This design comes from an exercise in tuning for a short achievable clock period, few clock cycles and low power on the open sky130 flow, not from production work. At most, simulation tests tie the RTL to the original design; equivalence was not proved. Power figures rest on the tool's default switching activity, not on a simulated workload.

==> flow/design.v (excerpt) <==
module armCore (
    input logic clk,
    input logic reset,
    output logic [31:0] adr,
    output logic [31:0] writeData,
    input logic [31:0] readData,
    output logic memWrite
);
    logic [10:2] pc;         
    logic [31:0] ir;
    logic [31:0] opA, opB;
    logic exDp;              
    logic exMem;             
    logic exStore;           
    logic exBr;              
    logic exSeq;             
    logic flagN, flagZ, flagC, flagV;
    logic [31:0] regs [0:14];
    function automatic logic condTest(input logic [3:0] c, input logic n, input logic z,
                                      input logic cf, input logic v);
        case (c)
            4'b0000: condTest = z;
            4'b0001: condTest = ~z;
            4'b0010: condTest = cf;
            4'b0011: condTest = ~cf;
            4'b0100: condTest = n;
            4'b0101: condTest = ~n;
            4'b0110: condTest = v;
            4'b0111: condTest = ~v;
            4'b1000: condTest = cf & ~z;
            4'b1001: condTest = ~cf | z;
            4'b1010: condTest = (n == v);
            4'b1011: condTest = (n != v);
            4'b1100: condTest = ~z & (n == v);
            4'b1101: condTest = z | (n != v);
            4'b1110: condTest = 1'b1;
            default: condTest = 1'b0;
        endcase
    endfunction
    logic [3:0] rd;
    logic loadBit;
    assign loadBit = ir[20];
    assign rd = ir[15:12];
    logic exAnd, exEor, exOrr, exAdd, exSub;     
    logic exFlagNZ, exFlagCV;                    
    logic [31:0] aluResult;
    logic [32:0] sum;
    logic newN, newZ, newC, newV;
  ...
Settings: LEC_CHECK=0, ABC_CLOCK_PERIOD_IN_PS=2500, CAP_MARGIN=20, CORE_MARGIN=2, CORE_UTILIZATION=40, SETUP_SLACK_MARGIN=3.5, SLEW_MARGIN=20, SYNTH_HIERARCHICAL=1, SYNTH_MINIMUM_KEEP_SIZE=0; clock period 7.5 ns.
run.sh (not shown) runs the stock make flow with config.mk's settings and CLKGATE_MAP_FILE= SYNTH_SCRIPT=/design/flow/synth_recipe.tcl, a recipe that flattens the netlist after the stock synthesis.
The baseline finished with timing, DRC and antenna clean.
Testbench counts at the start, summed over its fixed seeds: cycles 79,078.
Edit:
--- a/flow/config.mk
+++ b/flow/config.mk
@@ -7,2 +7,3 @@
 export LEC_CHECK = 0
+export ABC_AREA = 1
 export ABC_CLOCK_PERIOD_IN_PS = 2500
@@ -11,2 +12,5 @@
 export CORE_UTILIZATION = 40
+export CTS_BUF_LIST = sky130_fd_sc_hd__clkbuf_8
+export CTS_CLUSTER_DIAMETER = 50
+export CTS_CLUSTER_SIZE = 24
 export SETUP_SLACK_MARGIN = 3.5
Outcome: Utilization shrinks by 3.5 points. Final area went up by 13%. Count of clock-buffer cells in the layout drops by 6. Die area is higher by 21%. Synthesized area grows by 21%. Sequential share of layout area went down by 4.7 points. Worst setup slack improved by 0.086 ns. Total power came out lower by 3.2%. Via count increases by 57%.
Edit:
--- a/flow/config.mk
+++ b/flow/config.mk
@@ -7,3 +7,2 @@
 export LEC_CHECK = 0
-export ABC_AREA = 1
 export ABC_CLOCK_PERIOD_IN_PS = 2500
@@ -12,5 +11,5 @@
 export CORE_UTILIZATION = 40
-export CTS_BUF_LIST = sky130_fd_sc_hd__clkbuf_8
-export CTS_CLUSTER_DIAMETER = 50
-export CTS_CLUSTER_SIZE = 24
+export CTS_BUF_LIST = sky130_fd_sc_hd__clkbuf_16
+export CTS_CLUSTER_DIAMETER = 60
+export CTS_CLUSTER_SIZE = 30
 export SETUP_SLACK_MARGIN = 3.5
After rerunning: The new run ran to the end with no violations; setup slack degrades by 0.077 ns; die area drops by 17%; area after synthesis drops by 17%; clock skew drops by 0.0083 ns; core utilization climbs by 3.5 points; power barely changes; sequential power hardly moves; maximum frequency drops by 1.9%; via count drops by 36%.
Edit:
--- a/flow/config.mk
+++ b/flow/config.mk
@@ -10,3 +10,3 @@
 export CORE_MARGIN = 2
-export CORE_UTILIZATION = 40
+export CORE_UTILIZATION = 60
 export CTS_BUF_LIST = sky130_fd_sc_hd__clkbuf_16
@@ -14,2 +14,3 @@
 export CTS_CLUSTER_SIZE = 30
+export PLACE_DENSITY = 0.75
 export SETUP_SLACK_MARGIN = 3.5
What happened: The changed run went through all stages and came out clean. Worst hold slack improves by 0.012 ns. Power went down by 3.2%. Utilization went up by 23 points.

* * *

Another version of the RTL of armCore (not shown whole).
Size in the first run: roughly 35,000 µm² of cells after synthesis.
Settings: LEC_CHECK=0, ABC_CLOCK_PERIOD_IN_PS=2500, CAP_MARGIN=20, CORE_MARGIN=2, CORE_UTILIZATION=60, CTS_BUF_LIST=sky130_fd_sc_hd__clkbuf_8, CTS_CLUSTER_DIAMETER=45, CTS_CLUSTER_SIZE=20, PLACE_DENSITY=0.75, SETUP_SLACK_MARGIN=3.5, SLEW_MARGIN=20, SYNTH_HIERARCHICAL=1, SYNTH_MINIMUM_KEEP_SIZE=0; clock period 7.5 ns.
==> next run, changes <==
--- a/flow/config.mk
+++ b/flow/config.mk
@@ -10,7 +10,6 @@
 export CORE_MARGIN = 2
-export CORE_UTILIZATION = 60
-export CTS_BUF_LIST = sky130_fd_sc_hd__clkbuf_8
-export CTS_CLUSTER_DIAMETER = 45
-export CTS_CLUSTER_SIZE = 20
-export PLACE_DENSITY = 0.75
+export CORE_UTILIZATION = 40
+export CTS_BUF_LIST = sky130_fd_sc_hd__clkbuf_16
+export CTS_CLUSTER_DIAMETER = 60
+export CTS_CLUSTER_SIZE = 30
 export SETUP_SLACK_MARGIN = 3.5
The changed run finished with timing, DRC and antenna clean.
Setup slack got worse by 0.067 ns.
Maximum frequency goes down slightly.
Power goes up slightly.
==> next run, changes <==
--- a/flow/config.mk
+++ b/flow/config.mk
@@ -10,3 +10,3 @@
 export CORE_MARGIN = 2
-export CORE_UTILIZATION = 40
+export CORE_UTILIZATION = 60
 export CTS_BUF_LIST = sky130_fd_sc_hd__clkbuf_16
@@ -14,2 +14,3 @@
 export CTS_CLUSTER_SIZE = 30
+export PLACE_DENSITY = 0.75
 export SETUP_SLACK_MARGIN = 3.5
=>
- cell count is lower by roughly a tenth
- routed wire length decreases by a few percent
- setup slack improves by 0.057 ns
- maximum frequency goes up slightly
- combinational power is about the same
- clock-buffer cell count is lower by 7
- core utilization climbs by 22 points
- global-route usage rose by 13 points
==> next run, changes <==
--- a/flow/config.mk
+++ b/flow/config.mk
@@ -7,2 +7,3 @@
 export LEC_CHECK = 0
+export ABC_AREA = 1
 export ABC_CLOCK_PERIOD_IN_PS = 2500
Result:
- routed wire length grows by a quarter to a third
- core utilization shrinks by 2.6 points
- via count grows by well over a third
- register-to-register slack is better by 0.25 ns
- total power grows by a few percent
- clock-buffer cell count grows by 9
- sequential share of layout area shrinks by 6.7 points
- flip-flop and latch count is unchanged
- setup slack is better by 0.018 ns
- area after synthesis grows by about a fifth
- die area grows by about a fifth
No run of this note included a check of the RTL's function; only the layout flow was run.

==> port drivers added, routing unchanged <==
In the flow no input, the clock included, has a driving cell. The finished layouts below were timed again as built, in two steps.
Step 1 assumes that a clkbuf_16 drives the clock port and a buf_2 every other input.
Step 2, shift: input delay + t, output delay - t, t = (earliest + latest rising clock arrival at the registers) / 2. This alone moves slack from input paths to output paths.
Three values: ideal ports, drivers, drivers and shift; two values: the first two.
| run | t, ns | setup WS [ns] | hold slack, ns | worst data-port slew with drivers (ns) |
|---|---|---|---|---|
| the first run of note 1 | 0.677 | 3.398 / 3.221 / 2.544 | 0.601 / 0.601 / 0.601 | 0.31 |
| the second run of note 1 | 0.776 | 3.485 / 3.306 / 2.530 | 0.529 / 0.529 / 0.529 | 0.23 |
| the third run of note 1 | 0.692 | 3.408 / 3.209 / 2.517 | 0.609 / 0.609 / 0.609 | 0.34 |
| the fourth run of note 1 | 0.663 | 3.256 / 3.063 / 2.400 | 0.621 / 0.621 / 0.621 | 0.36 |
| the first run of note 2 | 0.734 | 3.551 / 3.295 / 2.561 | 0.552 / 0.552 / 0.552 | 0.33 |
| the second run of note 2 | 0.697 | 3.484 / 3.253 / 2.556 | 0.555 / 0.555 / 0.555 | 0.37 |
| the third run of note 2 | 0.664 | 3.541 / 3.189 / 2.525 | 0.551 / 0.551 / 0.551 | 0.43 |
| the fourth run of note 2 | 0.711 | 3.559 / 3.556 / 2.887 | 0.539 / 0.539 / 0.539 | 0.15 |
After both steps every run listed still meets setup and hold. The setup slack of the third run of note 2, which loses most, moves by -0.352 ns with the drivers and by -1.016 ns with both steps.
